From an optimization exercise on the open Yosys and OpenROAD flow, aimed at a short achievable clock period and few clock cycles; shortcuts taken in it are not production practice.
In this exercise RTL edits were held to simulation tests only and were not proved equivalent to the original.
Power is estimated from default activity; no workload was simulated.

## rev 12
==> flow/design.v <==
`timescale 1ns/1ps
package scalar_pkg;
    localparam int data_width    = 32;
    localparam int addr_width    = 12;
    localparam int reg_count     = 16;
    localparam int reg_idx_width = 4;
    localparam logic [data_width-1:0] halt_marker    = 32'hFFFF_FFFF;
    localparam logic [data_width-1:0] barrier_marker = 32'hAAAA_AAAA;
    typedef enum logic [3:0] {
        op_nop      = 4'd0,
        op_load_imm = 4'd1,
        op_jump     = 4'd2,
        op_branch   = 4'd3,
        op_alu      = 4'd4,
        op_load_pc  = 4'd5,
        op_halt     = 4'd6,
        op_sync     = 4'd7
    } op_t;
    typedef enum logic [2:0] {
        alu_add = 3'd0,
        alu_sub = 3'd1,
        alu_and = 3'd2,
        alu_or  = 3'd3,
        alu_xor = 3'd4,
        alu_cmp = 3'd7
    } alu_op_t;
    typedef enum logic [3:0] {
        cond_none   = 4'd0,
        cond_eq     = 4'd1,
        cond_ne     = 4'd2,
        cond_lt     = 4'd3,
        cond_ge     = 4'd4,
        cond_cs     = 4'd5,
        cond_cc     = 4'd6,
        cond_vs     = 4'd7,
        cond_vc     = 4'd8,
        cond_always = 4'd15
    } cond_t;
    typedef enum logic [1:0] {
        stage_fetch     = 2'd0,
        stage_decode    = 2'd1,
        stage_execute   = 2'd2,
        stage_writeback = 2'd3
    } stage_t;
    typedef struct packed {
        logic zero;
        logic negative;
        logic carry;
        logic overflow;
    } flags_t;
    typedef struct packed {
        logic [3:0]               op;
        logic [reg_idx_width-1:0] src;
        logic [reg_idx_width-1:0] dest;
        logic [2:0]               alu_op;
        logic [3:0]               cond;
        logic [3:0]               sync_sel;
        logic [addr_width-1:0]    addr;
        logic [data_width-1:0]    imm;    
        logic                     take_branch;
    } decoded_t;
endpackage
`timescale 1ns/1ps
module scalar_core (
    input  logic        clock,
    input  logic        reset,
    input  logic        enable,
    input  logic [31:0] instruction,
    output logic [31:0] data_out,
    output logic        data_valid,
    output logic [11:0] prog_mem_addr,
    output logic        prog_mem_read
);
    localparam logic [31:0] HALT_MARKER    = 32'hFFFF_FFFF;
    localparam logic [31:0] BARRIER_MARKER = 32'hAAAA_AAAA;
    logic        running;
    logic [31:0] regs [16];
    logic        zf, nf, cf, vf;
    logic [31:0] rr;             
    logic        e_wr;           
    logic        e_ldi;
    logic        e_flg;          
    logic        e_arith;        
    logic        e_sub;          
    logic        e_and, e_or;
    logic [3:0]  e_dest;
    logic [15:0] e_imm;
    logic [31:0] e_s, e_d;
    logic        e_fs, e_fd;     
    logic        e_osrc, e_obar, e_ohalt;
    logic adv;
    assign adv           = enable & running;
    assign prog_mem_read = enable & running;
    function automatic logic cond_eval(input logic [3:0] c, input logic z, input logic n,
                                       input logic cy, input logic v);
        case (c)
            4'd1:    cond_eval = z;
            4'd2:    cond_eval = !z;
            4'd3:    cond_eval = n;
            4'd4:    cond_eval = !n;
            4'd5:    cond_eval = cy;
            4'd6:    cond_eval = !cy;
            4'd7:    cond_eval = v;
            4'd8:    cond_eval = !v;
            4'd15:   cond_eval = 1'b1;
            default: cond_eval = 1'b0;
        endcase
    endfunction
    logic [31:0] s_val, d_val, sb, lres, alu_res, res;
    logic [32:0] sum;
    logic        n_z, n_n, n_c, n_v;
    logic        b_z, b_n, b_c, b_v;    
    logic        e_out;
    always_comb begin
        s_val   = e_fs ? rr : e_s;
        d_val   = e_fd ? rr : e_d;
        sb      = s_val ^ {32{e_sub}};
        sum     = {1'b0, d_val} + {1'b0, sb} + {32'd0, e_sub};
        lres    = e_and ? (d_val & s_val) : e_or ? (d_val | s_val) : (d_val ^ s_val);
        alu_res = e_arith ? sum[31:0] : lres;
        res     = e_ldi ? {{16{e_imm[15]}}, e_imm} : alu_res;
        if (e_arith & !e_sub) n_z = ~|(d_val ^ s_val ^ {d_val[30:0] | s_val[30:0], 1'b0});
        else if (e_and)       n_z = ~|(d_val & s_val);
        else if (e_or)        n_z = ~|(d_val | s_val);
        else                  n_z = ~|(d_val ^ s_val);
        n_n     = alu_res[31];
        n_c     = e_arith & sum[32];
        n_v     = e_arith & (d_val[31] == sb[31]) & (sum[31] != d_val[31]);
    end
    assign {b_z, b_n, b_c, b_v} = e_flg ? {n_z, n_n, n_c, n_v} : {zf, nf, cf, vf};
    assign e_out = e_osrc | e_obar | e_ohalt;
    logic [3:0]  f_op, f_src, f_dest, f_sel, f_cond;
    logic [2:0]  f_a;
    logic [11:0] f_addr, pa_inc, ldpc_tgt, pa_next;
    logic [31:0] rs, rd;
    logic        f_ldi, f_jmp, f_br, f_alu, f_ldpc, f_halt, f_sync;
    logic        f_alu_wr, f_alu_flg;
    logic        hz_s, hz_d;
    logic        br_take;
    logic        stall, f_go;
    logic        f_bar, f_sout;
    logic        f_oreq, f_ook, f_out;
    always_comb begin
        f_op   = instruction[31:28];
        f_src  = instruction[27:24];
        f_dest = instruction[23:20];
        f_sel  = instruction[19:16];
        f_a    = instruction[18:16];
        f_cond = instruction[15:12];
        f_addr = instruction[11:0];
        f_ldi  = (f_op == 4'd1);
        f_jmp  = (f_op == 4'd2);
        f_br   = (f_op == 4'd3);
        f_alu  = (f_op == 4'd4);
        f_ldpc = (f_op == 4'd5);
        f_halt = (f_op == 4'd6);
        f_sync = (f_op == 4'd7);
        f_bar  = f_sync & (f_sel == 4'd0);
        f_sout = f_sync & (f_sel == 4'd1);
        f_alu_wr  = f_alu & (f_a <= 3'd4);
        f_alu_flg = f_alu & ((f_a <= 3'd4) | (f_a == 3'd7));
        rs = regs[f_src];
        rd = regs[f_dest];
        hz_s = e_wr & (e_dest == f_src);
        hz_d = e_wr & (e_dest == f_dest);
        pa_inc = prog_mem_addr + 12'd1;
        br_take = cond_eval(f_cond, b_z, b_n, b_c, b_v);
        ldpc_tgt = (hz_s & e_ldi) ? e_imm[11:0] : rs[11:0];
        stall    = f_ldpc & hz_s & !e_ldi;
        f_go = !stall;
        f_oreq = f_halt | f_bar | f_sout;
        f_ook  = !e_out & !(f_sout & hz_s);
        f_out  = f_oreq & f_ook;
        if (stall)                        pa_next = prog_mem_addr;
        else if (f_jmp | (f_br & br_take))     pa_next = f_addr;
        else if (f_ldpc)                       pa_next = ldpc_tgt;
        else                                   pa_next = pa_inc;
    end
    always_ff @(posedge clock or posedge reset) begin
        if (reset) begin
            for (int i = 0; i < 16; i++) regs[i] <= '0;
        end else if (adv & e_wr) begin
            regs[e_dest] <= res;
        end
    end
    always_ff @(posedge clock or posedge reset) begin
        if (reset) begin
            {zf, nf, cf, vf} <= 4'd0;
        end else if (adv & e_flg) begin
            {zf, nf, cf, vf} <= {n_z, n_n, n_c, n_v};
        end
    end
    always_ff @(posedge clock or posedge reset) begin
        if (reset) begin
            rr            <= '0;
            prog_mem_addr <= '0;
            running       <= 1'b1;
            data_valid    <= 1'b0;
            data_out      <= '0;
            e_wr    <= 1'b0;
            e_ldi   <= 1'b0;
            e_flg   <= 1'b0;
            e_arith <= 1'b0;
            e_sub   <= 1'b0;
            e_and   <= 1'b0;
            e_or    <= 1'b0;
            e_dest  <= '0;
            e_imm   <= '0;
            e_s     <= '0;
            e_d     <= '0;
            e_fs    <= 1'b0;
            e_fd    <= 1'b0;
            e_osrc  <= 1'b0;
            e_obar  <= 1'b0;
            e_ohalt <= 1'b0;
        end else begin
            data_valid <= adv & (e_out | f_out);
            if (adv) begin
                rr            <= res;
                prog_mem_addr <= pa_next;
                if (e_ohalt | (f_out & f_halt)) running <= 1'b0;
                if (e_out) begin
                    data_out <= e_obar ? BARRIER_MARKER : e_ohalt ? HALT_MARKER : s_val;
                end else begin
                    data_out <= f_halt ? HALT_MARKER : f_bar ? BARRIER_MARKER : rs;
                end
                e_wr    <= f_go & (f_ldi | f_alu_wr);
                e_ldi   <= f_go & f_ldi;
                e_flg   <= f_go & f_alu_flg;
                e_arith <= (f_a == 3'd0) | (f_a == 3'd1) | (f_a == 3'd7);
                e_sub   <= (f_a == 3'd1) | (f_a == 3'd7);
                e_and   <= (f_a == 3'd2);
                e_or    <= (f_a == 3'd3);
                e_dest  <= f_dest;
                e_imm   <= instruction[15:0];
                e_s     <= rs;
                e_d     <= rd;
                e_fs    <= hz_s;
                e_fd    <= hz_d;
                e_osrc  <= f_go & f_sout & !f_ook;
                e_obar  <= f_go & f_bar & !f_ook;
                e_ohalt <= f_go & f_halt & !f_ook;
            end
        end
    end
endmodule
==> flow/config.mk <==
export PLATFORM = sky130hd
export DESIGN_NAME = scalar_core
export DESIGN_NICKNAME = scalar_core
export VERILOG_FILES = /design/flow/design.v
export SDC_FILE = /design/flow/constraint.sdc
export NUM_CORES = 4
export LEC_CHECK = 0
export CAP_MARGIN = 20
export CORE_MARGIN = 2
export CORE_UTILIZATION = 30
export SLEW_MARGIN = 20
==> flow/constraint.sdc <==
create_clock -name core_clock -period 7.0 [get_ports {clock}]
set_input_delay 1.4000 -clock core_clock [delete_from_list [all_inputs] [get_ports {clock}]]
set_output_delay 1.4000 -clock core_clock [all_outputs]
set_load 0.01 [all_outputs]
run.sh (not shown) runs the stock make flow with config.mk's settings and CLKGATE_MAP_FILE= SYNTH_SCRIPT=/design/flow/synth_recipe.tcl, a recipe that flattens the netlist after the stock synthesis.
Testbench counts of rev 12, summed over its fixed seeds: cycles 76,372.
The inputs of rev 13 differ from those of rev 12 as listed below.
diff --git a/flow/design.v b/flow/design.v
--- a/flow/design.v
+++ b/flow/design.v
@@ -84,12 +84,16 @@
     logic        e_sub;          
     logic        e_and, e_or;
     logic [3:0]  e_dest;
     logic [15:0] e_imm;
     logic [31:0] e_s, e_d;
     logic        e_fs, e_fd;     
+    logic        e_chk;          
+    logic        e_pred;
+    logic [3:0]  e_cond;
+    logic [11:0] e_alt;          
     logic        e_osrc, e_obar, e_ohalt;
     logic adv;
     assign adv           = enable & running;
     assign prog_mem_read = enable & running;
     function automatic logic cond_eval(input logic [3:0] c, input logic z, input logic n,
                                        input logic cy, input logic v);
@@ -106,40 +110,37 @@
             default: cond_eval = 1'b0;
         endcase
     endfunction
     logic [31:0] s_val, d_val, sb, lres, alu_res, res;
     logic [32:0] sum;
     logic        n_z, n_n, n_c, n_v;
-    logic        b_z, b_n, b_c, b_v;    
+    logic        mis;
     logic        e_out;
     always_comb begin
         s_val   = e_fs ? rr : e_s;
         d_val   = e_fd ? rr : e_d;
         sb      = s_val ^ {32{e_sub}};
         sum     = {1'b0, d_val} + {1'b0, sb} + {32'd0, e_sub};
         lres    = e_and ? (d_val & s_val) : e_or ? (d_val | s_val) : (d_val ^ s_val);
         alu_res = e_arith ? sum[31:0] : lres;
         res     = e_ldi ? {{16{e_imm[15]}}, e_imm} : alu_res;
-        if (e_arith & !e_sub) n_z = ~|(d_val ^ s_val ^ {d_val[30:0] | s_val[30:0], 1'b0});
-        else if (e_and)       n_z = ~|(d_val & s_val);
-        else if (e_or)        n_z = ~|(d_val | s_val);
-        else                  n_z = ~|(d_val ^ s_val);
+        n_z     = (alu_res == 32'd0);
         n_n     = alu_res[31];
         n_c     = e_arith & sum[32];
         n_v     = e_arith & (d_val[31] == sb[31]) & (sum[31] != d_val[31]);
     end
-    assign {b_z, b_n, b_c, b_v} = e_flg ? {n_z, n_n, n_c, n_v} : {zf, nf, cf, vf};
+    assign mis   = e_chk & (cond_eval(e_cond, zf, nf, cf, vf) != e_pred);
     assign e_out = e_osrc | e_obar | e_ohalt;
     logic [3:0]  f_op, f_src, f_dest, f_sel, f_cond;
     logic [2:0]  f_a;
     logic [11:0] f_addr, pa_inc, ldpc_tgt, pa_next;
     logic [31:0] rs, rd;
     logic        f_ldi, f_jmp, f_br, f_alu, f_ldpc, f_halt, f_sync;
     logic        f_alu_wr, f_alu_flg;
     logic        hz_s, hz_d;
-    logic        br_take;
+    logic        c_dep, br_chk, br_take;
     logic        stall, f_go;
     logic        f_bar, f_sout;
     logic        f_oreq, f_ook, f_out;
     always_comb begin
         f_op   = instruction[31:28];
         f_src  = instruction[27:24];
@@ -161,20 +162,24 @@
         f_alu_flg = f_alu & ((f_a <= 3'd4) | (f_a == 3'd7));
         rs = regs[f_src];
         rd = regs[f_dest];
         hz_s = e_wr & (e_dest == f_src);
         hz_d = e_wr & (e_dest == f_dest);
         pa_inc = prog_mem_addr + 12'd1;
-        br_take = cond_eval(f_cond, b_z, b_n, b_c, b_v);
+        c_dep   = (f_cond >= 4'd1) & (f_cond <= 4'd8);
+        br_chk  = f_br & c_dep & e_flg;
+        br_take = br_chk ? (f_addr <= prog_mem_addr)
+                         : cond_eval(f_cond, zf, nf, cf, vf);
         ldpc_tgt = (hz_s & e_ldi) ? e_imm[11:0] : rs[11:0];
         stall    = f_ldpc & hz_s & !e_ldi;
-        f_go = !stall;
+        f_go = !mis & !stall;
         f_oreq = f_halt | f_bar | f_sout;
         f_ook  = !e_out & !(f_sout & hz_s);
-        f_out  = f_oreq & f_ook;
-        if (stall)                        pa_next = prog_mem_addr;
+        f_out  = f_oreq & f_ook & !mis;
+        if (mis)                               pa_next = e_alt;
+        else if (stall)                        pa_next = prog_mem_addr;
         else if (f_jmp | (f_br & br_take))     pa_next = f_addr;
         else if (f_ldpc)                       pa_next = ldpc_tgt;
         else                                   pa_next = pa_inc;
     end
     always_ff @(posedge clock or posedge reset) begin
         if (reset) begin
@@ -207,12 +212,16 @@
             e_dest  <= '0;
             e_imm   <= '0;
             e_s     <= '0;
             e_d     <= '0;
             e_fs    <= 1'b0;
             e_fd    <= 1'b0;
+            e_chk   <= 1'b0;
+            e_pred  <= 1'b0;
+            e_cond  <= '0;
+            e_alt   <= '0;
             e_osrc  <= 1'b0;
             e_obar  <= 1'b0;
             e_ohalt <= 1'b0;
         end else begin
             data_valid <= adv & (e_out | f_out);
             if (adv) begin
@@ -234,12 +243,16 @@
                 e_dest  <= f_dest;
                 e_imm   <= instruction[15:0];
                 e_s     <= rs;
                 e_d     <= rd;
                 e_fs    <= hz_s;
                 e_fd    <= hz_d;
+                e_chk   <= f_go & br_chk;
+                e_pred  <= br_take;
+                e_cond  <= f_cond;
+                e_alt   <= br_take ? pa_inc : f_addr;
                 e_osrc  <= f_go & f_sout & !f_ook;
                 e_obar  <= f_go & f_bar & !f_ook;
                 e_ohalt <= f_go & f_halt & !f_ook;
             end
         end
     end
[summary]
Count of state elements after synthesis (higher): rev 13. Of rev 12 and rev 13, rev 13 shows the higher critical path arrival, with rev 12 below it. Rev 12 has a higher register-to-register slack than rev 13. Diff rev 12 -> rev 13 | number of buffers outside the clock class in the layout | up slightly. Comparing rev 12 and rev 13, the lower highest achievable clock rate was measured on rev 13. Rev 13 vs rev 12: via density per instance up. On global-route wire length before repair: between rev 12 and rev 13, it ends up higher for rev 13. Rev 13 ends up with lower least setup slack across all paths after layout than rev 12 does. Weighted congestion reported at the end of routability-driven placement delta for rev 13 relative to rev 12: 0.052 lower.
Testbench counts of rev 13, summed over its fixed seeds: cycles 78,021.

---

scalar_core, a different RTL version from the one above (not shown whole).
For scale: ~670 flip-flops, roughly 38,000 um^2 of cells after synthesis.
==> flow/config.mk <==
export PLATFORM = sky130hd
export DESIGN_NAME = scalar_core
export DESIGN_NICKNAME = scalar_core
export VERILOG_FILES = /design/flow/design.v
export SDC_FILE = /design/flow/constraint.sdc
export NUM_CORES = 4
export LEC_CHECK = 0
export CAP_MARGIN = 40
export CORE_MARGIN = 2
export CORE_UTILIZATION = 30
export SETUP_SLACK_MARGIN = 4.0
export SLEW_MARGIN = 40
export TNS_END_PERCENT = 100
==> flow/constraint.sdc <==
create_clock -name core_clock -period 7.0 [get_ports {clock}]
set_input_delay 1.4000 -clock core_clock [delete_from_list [all_inputs] [get_ports {clock}]]
set_output_delay 1.4000 -clock core_clock [all_outputs]
set_load 0.01 [all_outputs]
Testbench counts at the start, summed over its fixed seeds: cycles 76,572.
==> next run, changes <==
--- a/flow/design.v
+++ b/flow/design.v
@@ -81,21 +81,22 @@
     logic        e_flg;          
     logic        e_arith;        
     logic        e_sub;          
     logic        e_and, e_or;
     logic [3:0]  e_dest;
     logic [15:0] e_imm;
     logic [31:0] e_sb;           
     logic [31:0] e_d;            
     logic        e_osrc, e_obar, e_ohalt;
-    logic        e_chk;          
-    logic        e_pred;
-    logic [3:0]  e_cond;
+    logic [8:3]  e_chk;          
+    logic        e_jr;           
+    logic        e_pred;         
+    logic [8:3]  hist;           
     logic [11:0] e_alt;          
     logic adv;
     assign adv           = enable & running;
     assign prog_mem_read = enable & running;
     function automatic logic cond_eval(input logic [3:0] c, input logic z, input logic n,
                                        input logic cy, input logic v);
         case (c)
             4'd1:    cond_eval = z;
             4'd2:    cond_eval = !z;
@@ -147,29 +148,33 @@
         n_n = alu_res[31];
         n_c = e_arith & cy[32];
         n_v = e_arith & (cy[32] ^ cy[31]);
     end
     assign l_n   = e_and ? (e_d[31] & e_sb[31]) : e_or ? (e_d[31] | e_sb[31]) : x[31];
     assign b_z   = e_flg ? n_z : zf;
     assign b_n   = e_flg ? l_n : nf;
     assign b_c   = e_flg ? 1'b0 : cf;
     assign b_v   = e_flg ? 1'b0 : vf;
-    assign mis   = e_chk & (cond_eval(e_cond, zf, nf, cf, vf) != e_pred);
+    logic [8:3]  c_val;          
+    logic        e_taken;
+    assign c_val   = {!vf, vf, !cf, cf, !nf, nf};
+    assign e_taken = |(e_chk & c_val);
+    assign mis     = e_jr | ((|e_chk) & (e_taken != e_pred));
     assign e_out = e_osrc | e_obar | e_ohalt;
     logic [3:0]  f_op, f_src, f_dest, f_sel, f_cond;
     logic [2:0]  f_a;
-    logic [11:0] f_addr, pa_inc, ldpc_tgt, pa_next;
+    logic [11:0] f_addr, pa_inc, pa_next;
     logic [31:0] rs, rd, s_fwd, d_fwd;
     logic        f_ldi, f_jmp, f_br, f_alu, f_ldpc, f_halt, f_sync;
     logic        f_alu_wr, f_alu_flg, f_sub;
     logic        hz_s, hz_d;
-    logic        br_chk, br_take;
-    logic        stall, f_go;
+    logic        br_chk, br_take, f_pred;
+    logic        ldpc_fast, f_go;
     logic        f_bar, f_sout;
     logic        f_oreq, f_ook, f_out;
     always_comb begin
         f_op   = instruction[31:28];
         f_src  = instruction[27:24];
         f_dest = instruction[23:20];
         f_sel  = instruction[19:16];
         f_a    = instruction[18:16];
         f_cond = instruction[15:12];
@@ -188,30 +193,35 @@
         f_sub     = f_alu & ((f_a == 3'd1) | (f_a == 3'd7));
         rs = regs[f_src];
         rd = regs[f_dest];
         hz_s = e_wr & (e_dest == f_src);
         hz_d = e_wr & (e_dest == f_dest);
         s_fwd = hz_s ? res : rs;
         d_fwd = hz_d ? res : rd;
         pa_inc = prog_mem_addr + 12'd1;
         br_chk  = f_br & (f_cond >= 4'd3) & (f_cond <= 4'd8) & e_flg & e_arith;
-        br_take = br_chk ? (f_addr <= prog_mem_addr)
-                         : cond_eval(f_cond, b_z, b_n, b_c, b_v);
-        ldpc_tgt = (hz_s & e_ldi) ? e_imm[11:0] : rs[11:0];
-        stall    = f_ldpc & hz_s & !e_ldi;
-        f_go = !mis & !stall;
+        case (f_cond)
+            4'd3:    f_pred = hist[3];
+            4'd4:    f_pred = hist[4];
+            4'd5:    f_pred = hist[5];
+            4'd6:    f_pred = hist[6];
+            4'd7:    f_pred = hist[7];
+            default: f_pred = hist[8];
+        endcase
+        br_take = br_chk ? f_pred : cond_eval(f_cond, b_z, b_n, b_c, b_v);
+        ldpc_fast = hz_s & e_ldi;
+        f_go = !mis;
         f_oreq = f_halt | f_bar | f_sout;
         f_ook  = !e_out & !(f_sout & hz_s);
         f_out  = f_oreq & f_ook & !mis;
-        if (mis)                               pa_next = e_alt;
-        else if (stall)                        pa_next = prog_mem_addr;
+        if (mis)                               pa_next = e_jr ? e_sb[11:0] : e_alt;
         else if (f_jmp | (f_br & br_take))     pa_next = f_addr;
-        else if (f_ldpc)                       pa_next = ldpc_tgt;
+        else if (f_ldpc & ldpc_fast)           pa_next = e_imm[11:0];
         else                                   pa_next = pa_inc;
     end
     always_ff @(posedge clock or posedge reset) begin
         if (reset) begin
             for (int i = 0; i < 16; i++) regs[i] <= '0;
         end else if (adv & e_wr) begin
             regs[e_dest] <= res;
         end
     end
@@ -236,21 +246,22 @@
             e_and   <= 1'b0;
             e_or    <= 1'b0;
             e_dest  <= '0;
             e_imm   <= '0;
             e_sb    <= '0;
             e_d     <= '0;
             e_osrc  <= 1'b0;
             e_obar  <= 1'b0;
             e_ohalt <= 1'b0;
-            e_chk   <= 1'b0;
+            e_chk   <= '0;
+            e_jr    <= 1'b0;
             e_pred  <= 1'b0;
-            e_cond  <= '0;
+            hist    <= '0;
             e_alt   <= '0;
         end else begin
             data_valid <= adv & (e_out | f_out);
             if (adv) begin
                 prog_mem_addr <= pa_next;
                 if (e_ohalt | (f_out & f_halt)) running <= 1'b0;
                 if (e_out) begin
                     data_out <= e_obar ? BARRIER_MARKER : e_ohalt ? HALT_MARKER : e_sb;
                 end else begin
@@ -264,17 +275,18 @@
                 e_and   <= (f_a == 3'd2);
                 e_or    <= (f_a == 3'd3);
                 e_dest  <= f_dest;
                 e_imm   <= instruction[15:0];
                 e_sb    <= s_fwd ^ {32{f_sub}};
                 e_d     <= d_fwd;
                 e_osrc  <= f_go & f_sout & !f_ook;
                 e_obar  <= f_go & f_bar & !f_ook;
                 e_ohalt <= f_go & f_halt & !f_ook;
-                e_chk   <= f_go & br_chk;
+                for (int c = 3; c <= 8; c++) e_chk[c] <= f_go & br_chk & (f_cond == c);
+                e_jr    <= f_go & f_ldpc & !ldpc_fast;
                 e_pred  <= br_take;
-                e_cond  <= f_cond;
                 e_alt   <= br_take ? pa_inc : f_addr;
+                for (int c = 3; c <= 8; c++) if (e_chk[c]) hist[c] <= c_val[c];
             end
         end
     end
 endmodule
The changed run finished with timing, DRC and antenna clean.
First-iteration DRC count goes up by a few percent.
Design area is about the same.
Routed wire length goes up by a few percent.
Area after synthesis goes up slightly.
Cell count barely changes.
Sequential share of layout area goes up by 0.67 points.
Setup slack gets better by 0.15 ns.
Total power goes down by a few percent.
Die area goes up slightly.
Clock power goes down by a little under a tenth.
Testbench counts after the change, summed over its fixed seeds: cycles 76,439.

==> static timing again, ports no longer ideal <==
Ports are ideal in the flow. The routed layouts listed here were re-timed in OpenROAD. Step 1 sets driving cells, clkbuf_16 on the clock port and buf_2 on the other inputs (assumed; they add their load-dependent delay and slew). Step 2 times the ports against the registers' clock, not the clock port: input delays grow and output delays shrink by t, the midpoint of the rising clock arrivals with the driver on. a / b / c = no drivers / after step 1 / after step 2; a / b = the first two.
| run | t (ns) | slack for setup (ns) | hold WS [ns] | worst register clock-pin slew, ns | cell pins on the clock port's net |
|---|---|---|---|---|---|
| rev 12 | 0.706 | 1.667 / 1.667 / 1.508 | 0.478 / 0.478 / 0.478 | 0.07 / 0.07 | 1 |
| rev 13 | 0.720 | 1.574 / 1.574 / 1.574 | 0.471 / 0.471 / 0.471 | 0.07 / 0.07 | 1 |
| the first run of note 2 | 0.730 | 3.497 / 3.531 / 2.800 | 0.473 / 0.473 / 0.473 | 0.08 / 0.08 | 1 |
| the second run of note 2 | 0.727 | 3.645 / 3.645 / 3.067 | 0.472 / 0.472 / 0.472 | 0.07 / 0.07 | 1 |
After both steps setup and hold are still met in every run listed. The setup slack of the first run of note 2, which loses most, moves by +0.034 ns with the drivers and by -0.697 ns with both steps.
